This is an optimization exercise on Yosys and OpenROAD, whose aim is small area, a short achievable clock period and few clock cycles per item, not a production implementation.
Where RTL was checked, it was by simulation tests only, not by an equivalence proof against the original.

==> branch onyx <==
==> flow/design.v (excerpt) <==
module pow_stream #(
  parameter int DATA_W = 32,
  parameter int EXP_W  = 3,
  parameter int ID_W   = 1
) (
  input  logic              clk,
  input  logic              aresetn,
  input  logic              s_tvalid,
  output logic              s_tready,
  input  logic [DATA_W-1:0] s_tdata,
  input  logic [EXP_W-1:0]  s_texp,
  input  logic [ID_W-1:0]   s_tid,
  input  logic              s_tlast,
  output logic              m_tvalid,
  input  logic              m_tready,
  output logic [DATA_W-1:0] m_tdata,
  output logic [ID_W-1:0]   m_tid,
  output logic              m_tlast,
  output logic              m_tovf
);
clock: 7.6 ns
lec_check: 0
cap_margin: 20
core_margin: 2
core_utilization: 40
setup_slack_margin: 2.5
slew_margin: 20
run.sh (not shown) runs the stock make flow with config.mk's settings and CLKGATE_MAP_FILE= SYNTH_SCRIPT=/design/flow/synth_recipe.tcl, a recipe that flattens the netlist after the stock synthesis.
==> branch violet (differences from branch onyx) <==
--- a/flow/design.v
+++ b/flow/design.v
@@ -18,14 +18,13 @@
   output logic              m_tlast,
   output logic              m_tovf
 );
   logic              r_busy;
   logic [1:0]        r_ops;     
-  logic [2:0]        r_sel;     
-  logic [DATA_W-1:0] r_p;       
-  logic [DATA_W-1:0] r_q;       
-  logic [DATA_W-1:0] r_x;       
+  logic [3:0]        r_sel;     
+  logic [DATA_W-1:0] r_p;
+  logic [DATA_W-1:0] r_x;
   logic [ID_W-1:0]   r_id;
   logic              r_last;
   logic              o_v;
   logic [DATA_W-1:0] o_data;
   logic [ID_W-1:0]   o_id;
@@ -34,11 +33,11 @@
   logic              w_done;
   logic              w_step;
   logic              w_take;
   logic [DATA_W-1:0] w_prod;
   logic [1:0]        w_ops;
-  logic [2:0]        w_sel;
+  logic [3:0]        w_sel;
   logic [DATA_W-1:0] mm_a, mm_b, mm_y;
   logic mm_n0;
   logic mm_n1;
   logic mm_n2;
   logic mm_n3;
@@ -2901,21 +2900,22 @@
   assign w_out_free = ~o_v | m_tready;
   assign w_done     = r_busy & (r_ops == 2'd0) & w_out_free;
   assign w_step     = r_busy & (r_ops != 2'd0);
   assign w_take     = s_tvalid & s_tready;
   assign s_tready   = aresetn & (~r_busy | w_done);
-  assign mm_a = r_q;
-  assign mm_b = r_p;
+  assign mm_a   = r_sel[0] ? r_x : r_p;
+  assign mm_b   = r_p;
   assign w_prod = mm_y;
   always_comb begin
     case (s_texp)
-      3'd3:    begin w_ops = 2'd1; w_sel = 3'b001; end
-      3'd4:    begin w_ops = 2'd1; w_sel = 3'b000; end
-      3'd5:    begin w_ops = 2'd2; w_sel = 3'b010; end
-      3'd6:    begin w_ops = 2'd2; w_sel = 3'b001; end
-      3'd7:    begin w_ops = 2'd3; w_sel = 3'b101; end
-      default: begin w_ops = 2'd0; w_sel = 3'b000; end
+      3'd2:    begin w_ops = 2'd0; w_sel = 4'b0000; end
+      3'd3:    begin w_ops = 2'd1; w_sel = 4'b0010; end
+      3'd4:    begin w_ops = 2'd1; w_sel = 4'b0000; end
+      3'd5:    begin w_ops = 2'd2; w_sel = 4'b0100; end
+      3'd6:    begin w_ops = 2'd2; w_sel = 4'b0010; end
+      3'd7:    begin w_ops = 2'd3; w_sel = 4'b1010; end
+      default: begin w_ops = 2'd0; w_sel = 4'b0001; end
     endcase
   end
   always_ff @(posedge clk or negedge aresetn) begin
     if (!aresetn) begin
       r_busy <= 1'b0;
@@ -2930,19 +2930,17 @@
   always_ff @(posedge clk) begin
     if (w_take) begin
       r_ops  <= w_ops;
       r_sel  <= w_sel;
       r_p    <= (s_texp == 3'd0) ? DATA_W'(1) : s_tdata;
-      r_q    <= (s_texp <= 3'd1) ? DATA_W'(1) : s_tdata;
-      r_x    <= s_tdata;
+      r_x    <= (s_texp[2:1] == 2'd0) ? DATA_W'(1) : s_tdata;
       r_id   <= s_tid;
       r_last <= s_tlast;
     end else if (w_step) begin
       r_ops  <= r_ops - 2'd1;
-      r_sel  <= {1'b0, r_sel[2:1]};
+      r_sel  <= {1'b0, r_sel[3:1]};
       r_p    <= w_prod;
-      r_q    <= r_sel[0] ? r_x : w_prod;
     end
     if (w_done) begin
       o_data <= w_prod;
       o_id   <= r_id;
       o_last <= r_last;
--- a/flow/config.mk
+++ b/flow/config.mk
@@ -6,7 +6,7 @@
 export NUM_CORES = 4
 export LEC_CHECK = 0
 export CAP_MARGIN = 20
 export CORE_MARGIN = 2
 export CORE_UTILIZATION = 40
-export SETUP_SLACK_MARGIN = 2.5
+export SETUP_SLACK_MARGIN = 1.0
 export SLEW_MARGIN = 20
==> branch nickel (differences from branch onyx) <==
--- a/flow/design.v
+++ b/flow/design.v
@@ -18,14 +18,13 @@
   output logic              m_tlast,
   output logic              m_tovf
 );
   logic              r_busy;
   logic [1:0]        r_ops;     
-  logic [2:0]        r_sel;     
-  logic [DATA_W-1:0] r_p;       
-  logic [DATA_W-1:0] r_q;       
-  logic [DATA_W-1:0] r_x;       
+  logic [3:0]        r_sel;     
+  logic [DATA_W-1:0] r_p;
+  logic [DATA_W-1:0] r_x;
   logic [ID_W-1:0]   r_id;
   logic              r_last;
   logic              o_v;
   logic [DATA_W-1:0] o_data;
   logic [ID_W-1:0]   o_id;
@@ -34,11 +33,11 @@
   logic              w_done;
   logic              w_step;
   logic              w_take;
   logic [DATA_W-1:0] w_prod;
   logic [1:0]        w_ops;
-  logic [2:0]        w_sel;
+  logic [3:0]        w_sel;
   logic [DATA_W-1:0] mm_a, mm_b, mm_y;
   logic mm_n0;
   logic mm_n1;
   logic mm_n2;
   logic mm_n3;
@@ -2901,21 +2900,22 @@
   assign w_out_free = ~o_v | m_tready;
   assign w_done     = r_busy & (r_ops == 2'd0) & w_out_free;
   assign w_step     = r_busy & (r_ops != 2'd0);
   assign w_take     = s_tvalid & s_tready;
   assign s_tready   = aresetn & (~r_busy | w_done);
-  assign mm_a = r_q;
-  assign mm_b = r_p;
+  assign mm_a   = r_sel[0] ? r_x : r_p;
+  assign mm_b   = r_p;
   assign w_prod = mm_y;
   always_comb begin
     case (s_texp)
-      3'd3:    begin w_ops = 2'd1; w_sel = 3'b001; end
-      3'd4:    begin w_ops = 2'd1; w_sel = 3'b000; end
-      3'd5:    begin w_ops = 2'd2; w_sel = 3'b010; end
-      3'd6:    begin w_ops = 2'd2; w_sel = 3'b001; end
-      3'd7:    begin w_ops = 2'd3; w_sel = 3'b101; end
-      default: begin w_ops = 2'd0; w_sel = 3'b000; end
+      3'd2:    begin w_ops = 2'd0; w_sel = 4'b0000; end
+      3'd3:    begin w_ops = 2'd1; w_sel = 4'b0010; end
+      3'd4:    begin w_ops = 2'd1; w_sel = 4'b0000; end
+      3'd5:    begin w_ops = 2'd2; w_sel = 4'b0100; end
+      3'd6:    begin w_ops = 2'd2; w_sel = 4'b0010; end
+      3'd7:    begin w_ops = 2'd3; w_sel = 4'b1010; end
+      default: begin w_ops = 2'd0; w_sel = 4'b0001; end
     endcase
   end
   always_ff @(posedge clk or negedge aresetn) begin
     if (!aresetn) begin
       r_busy <= 1'b0;
@@ -2930,19 +2930,17 @@
   always_ff @(posedge clk) begin
     if (w_take) begin
       r_ops  <= w_ops;
       r_sel  <= w_sel;
       r_p    <= (s_texp == 3'd0) ? DATA_W'(1) : s_tdata;
-      r_q    <= (s_texp <= 3'd1) ? DATA_W'(1) : s_tdata;
-      r_x    <= s_tdata;
+      r_x    <= (s_texp[2:1] == 2'd0) ? DATA_W'(1) : s_tdata;
       r_id   <= s_tid;
       r_last <= s_tlast;
     end else if (w_step) begin
       r_ops  <= r_ops - 2'd1;
-      r_sel  <= {1'b0, r_sel[2:1]};
+      r_sel  <= {1'b0, r_sel[3:1]};
       r_p    <= w_prod;
-      r_q    <= r_sel[0] ? r_x : w_prod;
     end
     if (w_done) begin
       o_data <= w_prod;
       o_id   <= r_id;
       o_last <= r_last;
--- a/flow/config.mk
+++ b/flow/config.mk
@@ -6,7 +6,6 @@
 export NUM_CORES = 4
 export LEC_CHECK = 0
 export CAP_MARGIN = 20
 export CORE_MARGIN = 2
 export CORE_UTILIZATION = 40
-export SETUP_SLACK_MARGIN = 2.5
 export SLEW_MARGIN = 20
==> results_dict.tcl <==
set metrics [dict create \
    skew_ns 0.0101 \
    synth_xor_area_share_pct 3.63 \
    grt_pass1_vias 17500 \
    fin_util_pct 52.3 \
    status "no timing/DRC/antenna violations" \
    synth_common_cells "inv_1 (448), fa_1 (407), and2_1 (294)" \
    routed_via_density 5.20 \
    cp_data_required_time_ns 7.78 \
    hold_path_end "o_id" \
    finalNonFillerCells 3058 \
]
(the above is from branch onyx)
==> results_dict.tcl <==
set metrics [dict create \
    status "no timing/DRC/antenna violations" \
    grt_pass1_vias 17000 \
    start_kind "flop" \
    synth_common_cells "inv_1 (469), fa_1 (407), and2_1 (296)" \
    synth_xor_area_share_pct 3.75 \
    hold_path_end "o_id" \
    routed_via_density 5.43 \
    finalNonFillerCells 2892 \
    skew_ns 0.00648 \
]
(the above is from branch violet)
==> results_dict.tcl <==
set metrics [dict create \
    grt_pass1_vias 15900 \
    hold_path_end "o_last" \
    fin_util_pct 45.1 \
    status "no timing/DRC/antenna violations" \
    synth_xor_area_share_pct 3.75 \
    synth_common_cells "inv_1 (469), fa_1 (407), and2_1 (296)" \
    finalNonFillerCells 2791 \
    synth_mux_area_share_pct 2.09 \
    skew_ns 0.00942 \
]
(the above is from branch nickel)
Function was not checked in any run of this note: the RTL went through the layout flow alone.

---

==> delta <==
pow_stream, a different RTL version from the one above (not shown whole).
Settings: LEC_CHECK=0, CAP_MARGIN=20, CORE_MARGIN=2, CORE_UTILIZATION=40, SETUP_SLACK_MARGIN=1.0, SLEW_MARGIN=20, TNS_END_PERCENT=0; clock period 7.6 ns.
==> raven: changes against delta <==
--- a/flow/design.v
+++ b/flow/design.v
@@ -15,33 +15,32 @@
   input  logic              m_tready,
   output logic [DATA_W-1:0] m_tdata,
   output logic [ID_W-1:0]   m_tid,
   output logic              m_tlast,
   output logic              m_tovf
 );
   logic              r_busy;
   logic [1:0]        r_ops;     
-  logic [2:0]        r_sel;     
-  logic [DATA_W-1:0] r_p;       
-  logic [DATA_W-1:0] r_q;       
-  logic [DATA_W-1:0] r_x;       
+  logic [3:0]        r_sel;     
+  logic [DATA_W-1:0] r_p;
+  logic [DATA_W-1:0] r_x;
   logic [ID_W-1:0]   r_id;
   logic              r_last;
   logic              o_v;
   logic [DATA_W-1:0] o_data;
   logic [ID_W-1:0]   o_id;
   logic              o_last;
   logic              w_out_free;
   logic              w_done;
   logic              w_step;
   logic              w_take;
   logic [DATA_W-1:0] w_prod;
   logic [1:0]        w_ops;
-  logic [2:0]        w_sel;
+  logic [3:0]        w_sel;
   logic [DATA_W-1:0] mm_a, mm_b, mm_y;
   logic mm_n0;
   logic mm_n1;
   logic mm_n2;
   logic mm_n3;
   logic mm_n4;
   logic mm_n5;
   logic mm_n6;
@@ -2696,27 +2695,28 @@
   assign mm_n1325 = mm_n1134 ^ mm_n1290;
   assign mm_n1326 = mm_n1135 ^ mm_n1292;
   assign mm_y = {mm_n1326, mm_n1325, mm_n1324, mm_n1323, mm_n1322, mm_n1321, mm_n1320, mm_n1319, mm_n1318, mm_n1317, mm_n1316, mm_n1315, mm_n1314, mm_n1313, mm_n1312, mm_n1311, mm_n1310, mm_n1309, mm_n1308, mm_n1307, mm_n1306, mm_n1305, mm_n1304, mm_n1303, mm_n1302, mm_n1301, mm_n1300, mm_n1299, mm_n1298, mm_n1297, mm_n1296, mm_n1104};
   assign w_out_free = ~o_v | m_tready;
   assign w_done     = r_busy & (r_ops == 2'd0) & w_out_free;
   assign w_step     = r_busy & (r_ops != 2'd0);
   assign w_take     = s_tvalid & s_tready;
   assign s_tready   = aresetn & (~r_busy | w_done);
-  assign mm_a = r_q;
-  assign mm_b = r_p;
+  assign mm_a   = r_sel[0] ? r_x : r_p;
+  assign mm_b   = r_p;
   assign w_prod = mm_y;
   always_comb begin
     case (s_texp)
-      3'd3:    begin w_ops = 2'd1; w_sel = 3'b001; end
-      3'd4:    begin w_ops = 2'd1; w_sel = 3'b000; end
-      3'd5:    begin w_ops = 2'd2; w_sel = 3'b010; end
-      3'd6:    begin w_ops = 2'd2; w_sel = 3'b001; end
-      3'd7:    begin w_ops = 2'd3; w_sel = 3'b101; end
-      default: begin w_ops = 2'd0; w_sel = 3'b000; end
+      3'd2:    begin w_ops = 2'd0; w_sel = 4'b0000; end
+      3'd3:    begin w_ops = 2'd1; w_sel = 4'b0010; end
+      3'd4:    begin w_ops = 2'd1; w_sel = 4'b0000; end
+      3'd5:    begin w_ops = 2'd2; w_sel = 4'b0100; end
+      3'd6:    begin w_ops = 2'd2; w_sel = 4'b0010; end
+      3'd7:    begin w_ops = 2'd3; w_sel = 4'b1010; end
+      default: begin w_ops = 2'd0; w_sel = 4'b0001; end
     endcase
   end
   always_ff @(posedge clk or negedge aresetn) begin
     if (!aresetn) begin
       r_busy <= 1'b0;
       o_v    <= 1'b0;
     end else begin
       if (w_take)      r_busy <= 1'b1;
@@ -2725,25 +2725,23 @@
       else if (m_tready)   o_v <= 1'b0;
     end
   end
   always_ff @(posedge clk) begin
     if (w_take) begin
       r_ops  <= w_ops;
       r_sel  <= w_sel;
       r_p    <= (s_texp == 3'd0) ? DATA_W'(1) : s_tdata;
-      r_q    <= (s_texp <= 3'd1) ? DATA_W'(1) : s_tdata;
-      r_x    <= s_tdata;
+      r_x    <= (s_texp[2:1] == 2'd0) ? DATA_W'(1) : s_tdata;
       r_id   <= s_tid;
       r_last <= s_tlast;
     end else if (w_step) begin
       r_ops  <= r_ops - 2'd1;
-      r_sel  <= {1'b0, r_sel[2:1]};
+      r_sel  <= {1'b0, r_sel[3:1]};
       r_p    <= w_prod;
-      r_q    <= r_sel[0] ? r_x : w_prod;
     end
     if (w_done) begin
       o_data <= w_prod;
       o_id   <= r_id;
       o_last <= r_last;
     end
   end
   assign m_tvalid = o_v;
==> flow/config.mk (replaced) <==
export PLATFORM = sky130hd
export DESIGN_NAME = pow_stream
export DESIGN_NICKNAME = pow_stream
export VERILOG_FILES = /design/flow/design.v
export SDC_FILE = /design/flow/constraint.sdc
export NUM_CORES = 4
export LEC_CHECK = 0
export CAP_MARGIN = 20
export CORE_MARGIN = 2
export CORE_UTILIZATION = 40
export SETUP_SLACK_MARGIN = 2.0
export SLEW_MARGIN = 20
export TNS_END_PERCENT = 0
==> sierra: changes against delta <==
--- a/flow/design.v
+++ b/flow/design.v
@@ -15,33 +15,32 @@
   input  logic              m_tready,
   output logic [DATA_W-1:0] m_tdata,
   output logic [ID_W-1:0]   m_tid,
   output logic              m_tlast,
   output logic              m_tovf
 );
   logic              r_busy;
   logic [1:0]        r_ops;     
-  logic [2:0]        r_sel;     
-  logic [DATA_W-1:0] r_p;       
-  logic [DATA_W-1:0] r_q;       
-  logic [DATA_W-1:0] r_x;       
+  logic [3:0]        r_sel;     
+  logic [DATA_W-1:0] r_p;
+  logic [DATA_W-1:0] r_x;
   logic [ID_W-1:0]   r_id;
   logic              r_last;
   logic              o_v;
   logic [DATA_W-1:0] o_data;
   logic [ID_W-1:0]   o_id;
   logic              o_last;
   logic              w_out_free;
   logic              w_done;
   logic              w_step;
   logic              w_take;
   logic [DATA_W-1:0] w_prod;
   logic [1:0]        w_ops;
-  logic [2:0]        w_sel;
+  logic [3:0]        w_sel;
   logic [DATA_W-1:0] mm_a, mm_b, mm_y;
   logic mm_n0;
   logic mm_n1;
   logic mm_n2;
   logic mm_n3;
   logic mm_n4;
   logic mm_n5;
   logic mm_n6;
@@ -2696,27 +2695,28 @@
   assign mm_n1325 = mm_n1134 ^ mm_n1290;
   assign mm_n1326 = mm_n1135 ^ mm_n1292;
   assign mm_y = {mm_n1326, mm_n1325, mm_n1324, mm_n1323, mm_n1322, mm_n1321, mm_n1320, mm_n1319, mm_n1318, mm_n1317, mm_n1316, mm_n1315, mm_n1314, mm_n1313, mm_n1312, mm_n1311, mm_n1310, mm_n1309, mm_n1308, mm_n1307, mm_n1306, mm_n1305, mm_n1304, mm_n1303, mm_n1302, mm_n1301, mm_n1300, mm_n1299, mm_n1298, mm_n1297, mm_n1296, mm_n1104};
   assign w_out_free = ~o_v | m_tready;
   assign w_done     = r_busy & (r_ops == 2'd0) & w_out_free;
   assign w_step     = r_busy & (r_ops != 2'd0);
   assign w_take     = s_tvalid & s_tready;
   assign s_tready   = aresetn & (~r_busy | w_done);
-  assign mm_a = r_q;
-  assign mm_b = r_p;
+  assign mm_a   = r_sel[0] ? r_x : r_p;
+  assign mm_b   = r_p;
   assign w_prod = mm_y;
   always_comb begin
     case (s_texp)
-      3'd3:    begin w_ops = 2'd1; w_sel = 3'b001; end
-      3'd4:    begin w_ops = 2'd1; w_sel = 3'b000; end
-      3'd5:    begin w_ops = 2'd2; w_sel = 3'b010; end
-      3'd6:    begin w_ops = 2'd2; w_sel = 3'b001; end
-      3'd7:    begin w_ops = 2'd3; w_sel = 3'b101; end
-      default: begin w_ops = 2'd0; w_sel = 3'b000; end
+      3'd2:    begin w_ops = 2'd0; w_sel = 4'b0000; end
+      3'd3:    begin w_ops = 2'd1; w_sel = 4'b0010; end
+      3'd4:    begin w_ops = 2'd1; w_sel = 4'b0000; end
+      3'd5:    begin w_ops = 2'd2; w_sel = 4'b0100; end
+      3'd6:    begin w_ops = 2'd2; w_sel = 4'b0010; end
+      3'd7:    begin w_ops = 2'd3; w_sel = 4'b1010; end
+      default: begin w_ops = 2'd0; w_sel = 4'b0001; end
     endcase
   end
   always_ff @(posedge clk or negedge aresetn) begin
     if (!aresetn) begin
       r_busy <= 1'b0;
       o_v    <= 1'b0;
     end else begin
       if (w_take)      r_busy <= 1'b1;
@@ -2725,25 +2725,23 @@
       else if (m_tready)   o_v <= 1'b0;
     end
   end
   always_ff @(posedge clk) begin
     if (w_take) begin
       r_ops  <= w_ops;
       r_sel  <= w_sel;
       r_p    <= (s_texp == 3'd0) ? DATA_W'(1) : s_tdata;
-      r_q    <= (s_texp <= 3'd1) ? DATA_W'(1) : s_tdata;
-      r_x    <= s_tdata;
+      r_x    <= (s_texp[2:1] == 2'd0) ? DATA_W'(1) : s_tdata;
       r_id   <= s_tid;
       r_last <= s_tlast;
     end else if (w_step) begin
       r_ops  <= r_ops - 2'd1;
-      r_sel  <= {1'b0, r_sel[2:1]};
+      r_sel  <= {1'b0, r_sel[3:1]};
       r_p    <= w_prod;
-      r_q    <= r_sel[0] ? r_x : w_prod;
     end
     if (w_done) begin
       o_data <= w_prod;
       o_id   <= r_id;
       o_last <= r_last;
     end
   end
   assign m_tvalid = o_v;
==> flow/config.mk (replaced) <==
export PLATFORM = sky130hd
export DESIGN_NAME = pow_stream
export DESIGN_NICKNAME = pow_stream
export VERILOG_FILES = /design/flow/design.v
export SDC_FILE = /design/flow/constraint.sdc
export NUM_CORES = 4
export LEC_CHECK = 0
export CAP_MARGIN = 20
export CORE_MARGIN = 2
export CORE_UTILIZATION = 40
export SETUP_SLACK_MARGIN = 0.5
export SLEW_MARGIN = 20
export TNS_END_PERCENT = 0
==> harbor: changes against delta <==
--- a/flow/design.v
+++ b/flow/design.v
@@ -15,33 +15,32 @@
   input  logic              m_tready,
   output logic [DATA_W-1:0] m_tdata,
   output logic [ID_W-1:0]   m_tid,
   output logic              m_tlast,
   output logic              m_tovf
 );
   logic              r_busy;
   logic [1:0]        r_ops;     
-  logic [2:0]        r_sel;     
-  logic [DATA_W-1:0] r_p;       
-  logic [DATA_W-1:0] r_q;       
-  logic [DATA_W-1:0] r_x;       
+  logic [3:0]        r_sel;     
+  logic [DATA_W-1:0] r_p;
+  logic [DATA_W-1:0] r_x;
   logic [ID_W-1:0]   r_id;
   logic              r_last;
   logic              o_v;
   logic [DATA_W-1:0] o_data;
   logic [ID_W-1:0]   o_id;
   logic              o_last;
   logic              w_out_free;
   logic              w_done;
   logic              w_step;
   logic              w_take;
   logic [DATA_W-1:0] w_prod;
   logic [1:0]        w_ops;
-  logic [2:0]        w_sel;
+  logic [3:0]        w_sel;
   logic [DATA_W-1:0] mm_a, mm_b, mm_y;
   logic mm_n0;
   logic mm_n1;
   logic mm_n2;
   logic mm_n3;
   logic mm_n4;
   logic mm_n5;
   logic mm_n6;
@@ -2696,27 +2695,28 @@
   assign mm_n1325 = mm_n1134 ^ mm_n1290;
   assign mm_n1326 = mm_n1135 ^ mm_n1292;
   assign mm_y = {mm_n1326, mm_n1325, mm_n1324, mm_n1323, mm_n1322, mm_n1321, mm_n1320, mm_n1319, mm_n1318, mm_n1317, mm_n1316, mm_n1315, mm_n1314, mm_n1313, mm_n1312, mm_n1311, mm_n1310, mm_n1309, mm_n1308, mm_n1307, mm_n1306, mm_n1305, mm_n1304, mm_n1303, mm_n1302, mm_n1301, mm_n1300, mm_n1299, mm_n1298, mm_n1297, mm_n1296, mm_n1104};
   assign w_out_free = ~o_v | m_tready;
   assign w_done     = r_busy & (r_ops == 2'd0) & w_out_free;
   assign w_step     = r_busy & (r_ops != 2'd0);
   assign w_take     = s_tvalid & s_tready;
   assign s_tready   = aresetn & (~r_busy | w_done);
-  assign mm_a = r_q;
-  assign mm_b = r_p;
+  assign mm_a   = r_sel[0] ? r_x : r_p;
+  assign mm_b   = r_p;
   assign w_prod = mm_y;
   always_comb begin
     case (s_texp)
-      3'd3:    begin w_ops = 2'd1; w_sel = 3'b001; end
-      3'd4:    begin w_ops = 2'd1; w_sel = 3'b000; end
-      3'd5:    begin w_ops = 2'd2; w_sel = 3'b010; end
-      3'd6:    begin w_ops = 2'd2; w_sel = 3'b001; end
-      3'd7:    begin w_ops = 2'd3; w_sel = 3'b101; end
-      default: begin w_ops = 2'd0; w_sel = 3'b000; end
+      3'd2:    begin w_ops = 2'd0; w_sel = 4'b0000; end
+      3'd3:    begin w_ops = 2'd1; w_sel = 4'b0010; end
+      3'd4:    begin w_ops = 2'd1; w_sel = 4'b0000; end
+      3'd5:    begin w_ops = 2'd2; w_sel = 4'b0100; end
+      3'd6:    begin w_ops = 2'd2; w_sel = 4'b0010; end
+      3'd7:    begin w_ops = 2'd3; w_sel = 4'b1010; end
+      default: begin w_ops = 2'd0; w_sel = 4'b0001; end
     endcase
   end
   always_ff @(posedge clk or negedge aresetn) begin
     if (!aresetn) begin
       r_busy <= 1'b0;
       o_v    <= 1'b0;
     end else begin
       if (w_take)      r_busy <= 1'b1;
@@ -2725,25 +2725,23 @@
       else if (m_tready)   o_v <= 1'b0;
     end
   end
   always_ff @(posedge clk) begin
     if (w_take) begin
       r_ops  <= w_ops;
       r_sel  <= w_sel;
       r_p    <= (s_texp == 3'd0) ? DATA_W'(1) : s_tdata;
-      r_q    <= (s_texp <= 3'd1) ? DATA_W'(1) : s_tdata;
-      r_x    <= s_tdata;
+      r_x    <= (s_texp[2:1] == 2'd0) ? DATA_W'(1) : s_tdata;
       r_id   <= s_tid;
       r_last <= s_tlast;
     end else if (w_step) begin
       r_ops  <= r_ops - 2'd1;
-      r_sel  <= {1'b0, r_sel[2:1]};
+      r_sel  <= {1'b0, r_sel[3:1]};
       r_p    <= w_prod;
-      r_q    <= r_sel[0] ? r_x : w_prod;
     end
     if (w_done) begin
       o_data <= w_prod;
       o_id   <= r_id;
       o_last <= r_last;
     end
   end
   assign m_tvalid = o_v;
==> flow/config.mk (replaced) <==
export PLATFORM = sky130hd
export DESIGN_NAME = pow_stream
export DESIGN_NICKNAME = pow_stream
export VERILOG_FILES = /design/flow/design.v
export SDC_FILE = /design/flow/constraint.sdc
export NUM_CORES = 4
export LEC_CHECK = 0
export CAP_MARGIN = 20
export CORE_MARGIN = 2
export CORE_UTILIZATION = 60
export SETUP_SLACK_MARGIN = 1.0
export SLEW_MARGIN = 20
export TNS_END_PERCENT = 0
==> results.txt <==
status=complete, no violations; worst-path cell chain=buf_4 -> or4b_4 -> nor2_1 -> a221oi_1 -> fa_2 -> fa_1 -> fa_2 -> fa_1 -> inv_1 -> fa_1 -> ha_4 -> ha_4 -> a21o_1 -> a21o_1 -> a221o_2 -> o211ai_1 -> o211ai_1 -> xor2_2 -> buf_4 -> a22o_1; worst setup path end=r_p[29]; Relative slew margins=a little under a third; Simple-Gate Fraction of Synth Area=a little under a tenth; Starting Density=slightly above 40%; number of global-route vias before repair=~15000
That was delta.
==> results.txt <==
status=complete, no violations; Simple-Gate Fraction of Synth Area=between 10% and 20%; Starting Density=slightly above 60%; Relative slew margins=around 29%; Synth area leaders=fa_1 23%, edfxtp_1 18%, xnor2_1 12%, a221oi_1 9.2%, ha_1 5.3%; Die Y=175.3 um; worst-path cell chain=buf_4 -> nor2b_1 -> a32o_2 -> buf_4 -> a221oi_1 -> fa_1 -> fa_1 -> fa_1 -> fa_1 -> inv_1 -> fa_1 -> ha_1 -> ha_4 -> and4_2 -> o2111a_1 -> o21a_1 -> o31a_1 -> o21a_1 -> nor2_1 -> xnor2_1 -> a22o_1; number of global-route vias before repair=15722
That was harbor.
==> results.txt <==
Simple-Gate Fraction of Synth Area=around a tenth; Relative slew margins=30.44%; number of global-route vias before repair=roughly 16000; r2r worst-path depth=25; routability-driven placement congestion ratio=just under 1; Synth Warn #=1; share of synthesized registers carrying an async set or reset=1.852%; status=complete, no violations; Starting Density=roughly 40%
That was raven.
==> results.txt <==
status=complete, no violations; worst setup path end=r_p[29]; number of global-route vias before repair=roughly 15000; Simple-Gate Fraction of Synth Area=10.21%; Starting Density=between 40% and 50%
That was sierra.
Testbench counts of raven, summed over its fixed seeds: cycles 16,916, items 8,000.
Testbench counts of sierra, summed over its fixed seeds: cycles 16,916, items 8,000.
Testbench counts of harbor, summed over its fixed seeds: cycles 16,916, items 8,000.
For delta, only the layout was checked, not whether the RTL still works.

==> afterwards: timing with drivers on the ports <==
In the flow no input, the clock included, has a driving cell. The finished layouts below were timed again as built, in two steps.
Step 1 (the two cells are an assumption about what drives the block):
set clk [get_ports {clk}]
set_driving_cell -lib_cell sky130_fd_sc_hd__clkbuf_16 $clk
set_driving_cell -lib_cell sky130_fd_sc_hd__buf_2 [delete_from_list [all_inputs] $clk]
Step 2 also shifts input and output timing later by t, the mid clock arrival at the registers, as if the neighbouring blocks saw the same clock.
Slacks: ideal / step 1 / step 2; pairs: ideal / step 1.
| run | shift t [ns] | setup slack, ns | worst setup path at the end | cell pins on the clock port's net |
|---|---|---|---|---|
| branch onyx | 0.466 | 1.041 / 1.041 / 1.041 | register to register | 1 |
| branch violet | 0.406 | 0.488 / 0.488 / 0.488 | register to register | 1 |
| branch nickel | 0.410 | 0.234 / 0.234 / 0.234 | register to register | 1 |
| delta | 0.487 | 1.065 / 1.065 / 1.065 | register to register | 1 |
| raven | 0.447 | 0.889 / 0.889 / 0.889 | register to register | 1 |
| sierra | 0.441 | 0.620 / 0.620 / 0.620 | register to register | 1 |
| harbor | 0.423 | 0.900 / 0.900 / 0.900 | register to register | 1 |
After both steps every run listed still meets setup and hold.
